From an optimization exercise on the open Yosys and OpenROAD flow, aimed at small area and a short achievable clock period; shortcuts taken in it are not production practice. In this exercise RTL edits were held to simulation tests only and were not proved equivalent to the original. Power is estimated from default activity; no workload was simulated.

## rv32i_core
module rv32i_core (
    input  logic                clk,
    input  logic                rst_n,
    input  logic                instr_valid,
    input  rv32i_pkg::word_t    instr,
    output logic                wb_valid,
    output rv32i_pkg::reg_idx_t wb_rd,
    output rv32i_pkg::word_t    wb_data
);
Size in the first run: roughly 4,000 cells after synthesis, about 1,100 flip-flops.
Settings: LEC_CHECK=0, CAP_MARGIN=20, CORE_MARGIN=2, CORE_UTILIZATION=33, CTS_BUF_LIST=sky130_fd_sc_hd__clkbuf_8, CTS_CLUSTER_DIAMETER=50, CTS_CLUSTER_SIZE=18, PLACE_DENSITY=0.42, SETUP_SLACK_MARGIN=2.5, SLEW_MARGIN=20; clock period 5.5 ns.
standard.sh (not shown) runs the stock make flow with config.mk's settings and CLKGATE_MAP_FILE= SYNTH_SCRIPT=/design/flow/synth_recipe.tcl, a recipe that flattens the netlist after the stock synthesis.
==> flow/flow/run.sh <==
#!/bin/bash
# Standard ORFS layout (the standard.sh, standard synthesis unchanged),
# with clock tree synthesis told not to add dummy loads for balancing, and
# plain buffers (instead of delay cells) on the ports.
set -uo pipefail
export CTS_ARGS="-sink_clustering_enable -repair_clock_nets -dont_use_dummy_load -buf_list sky130_fd_sc_hd__clkbuf_8 -sink_clustering_size 18 -sink_clustering_max_diameter 50"
export BUFFER_PORTS_ARGS="-buffer_cell sky130_fd_sc_hd__buf_2"
bash standard.sh finish > flow_make.log 2>&1
rc=$?
echo "standard.sh exit $rc" >> flow_make.log
exit $rc
The baseline ran to the end with no violations.
Next try:
==> flow/run.sh (new file) <==
#!/bin/bash
# synth_recipe.tcl (not shown) runs the flow's synth.tcl, then flattens the netlist and writes it again
# the make line also repeats each setting of config.mk as NAME=value (left out here)
make -C /OpenROAD-flow-scripts/flow DESIGN_CONFIG=/design/flow/config.mk WORK_HOME=/design/flow/orfs CLKGATE_MAP_FILE= SYNTH_SCRIPT=/design/flow/synth_recipe.tcl finish
Settings changed: CTS_CLUSTER_SIZE 18 to 22.
removed: flow/flow/run.sh
removed: flow/standard.sh
=>
- die area is unchanged
- final area is higher by 5.3%
- clock skew is lower by 0.0067 ns
- cell count climbs by 3.3%
- area after synthesis is unchanged
- synthesized cell count stays the same
Next try:
==> flow/flow/run.sh (new file) <==
#!/bin/bash
# Standard ORFS layout (the standard.sh, standard synthesis unchanged),
# with clock tree synthesis told not to add dummy loads for balancing, and
# plain buffers (instead of delay cells) on the ports.
set -uo pipefail
export CTS_ARGS="-sink_clustering_enable -repair_clock_nets -dont_use_dummy_load -buf_list sky130_fd_sc_hd__clkbuf_8 -sink_clustering_size 22 -sink_clustering_max_diameter 50"
export BUFFER_PORTS_ARGS="-buffer_cell sky130_fd_sc_hd__buf_2"
bash standard.sh finish > flow_make.log 2>&1
rc=$?
echo "standard.sh exit $rc" >> flow_make.log
exit $rc
==> flow/standard.sh (new file) <==
#!/bin/bash
# synth_recipe.tcl (not shown) runs the flow's synth.tcl, then flattens the netlist and writes it again
# the make line also repeats each setting of config.mk as NAME=value (left out here)
make -C /OpenROAD-flow-scripts/flow DESIGN_CONFIG=/design/flow/config.mk WORK_HOME=/design/flow/orfs CLKGATE_MAP_FILE= SYNTH_SCRIPT=/design/flow/synth_recipe.tcl "${@:-finish}"
Settings changed: SETUP_SLACK_MARGIN 2.5 to 2.7.
removed: flow/run.sh
What happened: The changed run produced a clean layout. Flip-flop and latch count stays the same. Setup slack is better by 0.11 ns. Utilization shrinks by 1.2 points. Clock power falls by 29%. Global-route usage is lower by 0.37 points. Non-clock buffer count falls by 68. Hold slack is worse by 0.044 ns. Power fell by 8.4%. Synthesized cell count stays the same. Maximum frequency grows by 3.2%. Cell count falls by 2.9%.
Next try:
Settings changed: SETUP_SLACK_MARGIN 2.7 to 2.3.
Effect: Count of clock-buffer cells in the layout increases by 8; final cell count goes down by 0.97%; cell area decreases by 2.9%; global-route usage came out higher by 0.21 points; register-to-register slack gets worse by 0.13 ns.

rv32i_core again, from the RTL that the note above started with.
==> flow/config.mk <==
export PLATFORM = sky130hd
export DESIGN_NAME = rv32i_core
export DESIGN_NICKNAME = rv32i_core
export VERILOG_FILES = /design/flow/design.v
export SDC_FILE = /design/flow/constraint.sdc
export NUM_CORES = 4
export LEC_CHECK = 0
export CAP_MARGIN = 20
export CORE_MARGIN = 2
export CORE_UTILIZATION = 33
export CTS_BUF_LIST = sky130_fd_sc_hd__clkbuf_8
export CTS_CLUSTER_DIAMETER = 50
export CTS_CLUSTER_SIZE = 22
export PLACE_DENSITY = 0.42
export SETUP_SLACK_MARGIN = 2.5
export SLEW_MARGIN = 20
==> flow/constraint.sdc <==
create_clock -name core_clock -period 5.5 [get_ports {clk}]
set_input_delay 1.1000 -clock core_clock [delete_from_list [all_inputs] [get_ports {clk}]]
set_output_delay 1.1000 -clock core_clock [all_outputs]
set_load 0.01 [all_outputs]
==> flow/flow/run.sh <==
#!/bin/bash
# Standard ORFS layout (the standard.sh, standard synthesis unchanged),
# with clock tree synthesis told not to add dummy loads for balancing.
set -uo pipefail
export CTS_ARGS="-sink_clustering_enable -repair_clock_nets -dont_use_dummy_load -buf_list sky130_fd_sc_hd__clkbuf_8 -sink_clustering_size 22 -sink_clustering_max_diameter 50"
bash standard.sh finish > flow_make.log 2>&1
rc=$?
echo "standard.sh exit $rc" >> flow_make.log
exit $rc
Rerun with:
==> flow/run.sh (new file) <==
#!/bin/bash
# synth_recipe.tcl (not shown) runs the flow's synth.tcl, then flattens the netlist and writes it again
# the make line also repeats each setting of config.mk as NAME=value (left out here)
make -C /OpenROAD-flow-scripts/flow DESIGN_CONFIG=/design/flow/config.mk WORK_HOME=/design/flow/orfs CLKGATE_MAP_FILE= SYNTH_SCRIPT=/design/flow/synth_recipe.tcl finish
SETUP_SLACK_MARGIN = 2.0   (was 2.5)
removed: flow/flow/run.sh
removed: flow/standard.sh
=> Via count went down by 0.79%. Sequential power is about the same. Global-route usage drops by 0.16 points.
Rerun with:
==> flow/flow/run.sh (new file) <==
#!/bin/bash
# Standard ORFS layout (the standard.sh, standard synthesis unchanged),
# with clock tree synthesis told not to add dummy loads for balancing, and
# plain buffers (instead of delay cells) on the ports.
set -uo pipefail
export CTS_ARGS="-sink_clustering_enable -repair_clock_nets -dont_use_dummy_load -buf_list sky130_fd_sc_hd__clkbuf_8 -sink_clustering_size 22 -sink_clustering_max_diameter 50"
export BUFFER_PORTS_ARGS="-buffer_cell sky130_fd_sc_hd__buf_2"
bash standard.sh finish > flow_make.log 2>&1
rc=$?
echo "standard.sh exit $rc" >> flow_make.log
exit $rc
==> flow/standard.sh (new file) <==
#!/bin/bash
# synth_recipe.tcl (not shown) runs the flow's synth.tcl, then flattens the netlist and writes it again
# the make line also repeats each setting of config.mk as NAME=value (left out here)
make -C /OpenROAD-flow-scripts/flow DESIGN_CONFIG=/design/flow/config.mk WORK_HOME=/design/flow/orfs CLKGATE_MAP_FILE= SYNTH_SCRIPT=/design/flow/synth_recipe.tcl "${@:-finish}"
SETUP_SLACK_MARGIN = 2.5   (was 2.0)
removed: flow/run.sh
Die area stays the same.
Worst setup slack is better by 240 ps.
Total power fell by 6.7%.

-- port drivers added, routing unchanged --
Ports are ideal in the flow. The routed layouts listed here were re-timed in OpenROAD. Step 1 (the two cells are an assumption about what drives the block):
set clk [get_ports {clk}]
set_driving_cell -lib_cell sky130_fd_sc_hd__clkbuf_16 $clk
set_driving_cell -lib_cell sky130_fd_sc_hd__buf_2 [delete_from_list [all_inputs] $clk]
Step 2 times the ports against the registers' clock, not the clock port: input delays grow and output delays shrink by t, the midpoint of the rising clock arrivals with the driver on. a / b / c = no drivers / after step 1 / after step 2; a / b = the first two.
run | t (ns) | slack for setup (ns) | worst slew at a driven data input, ns
the first run of note 1 | 0.981 | 2.092 / 2.092 / 1.425 | 0.13
the second run of note 1 | 0.985 | 2.104 / 2.104 / 1.438 | 0.08
the third run of note 1 | 0.969 | 2.209 / 2.209 / 1.654 | 0.12
the fourth run of note 1 | 1.000 | 2.081 / 2.081 / 1.225 | 0.07
the first run of note 2 | 0.963 | 2.039 / 2.039 / 1.524 | 0.07
the second run of note 2 | 1.004 | 1.869 / 1.871 / 0.867 | 0.09
the third run of note 2 | 0.985 | 2.107 / 2.107 / 1.434 | 0.12
After both steps setup and hold are still met in every run listed. For the second run of note 2, which loses most, drivers alone change the setup slack by +0.002 ns; drivers and shift together by -1.002 ns.
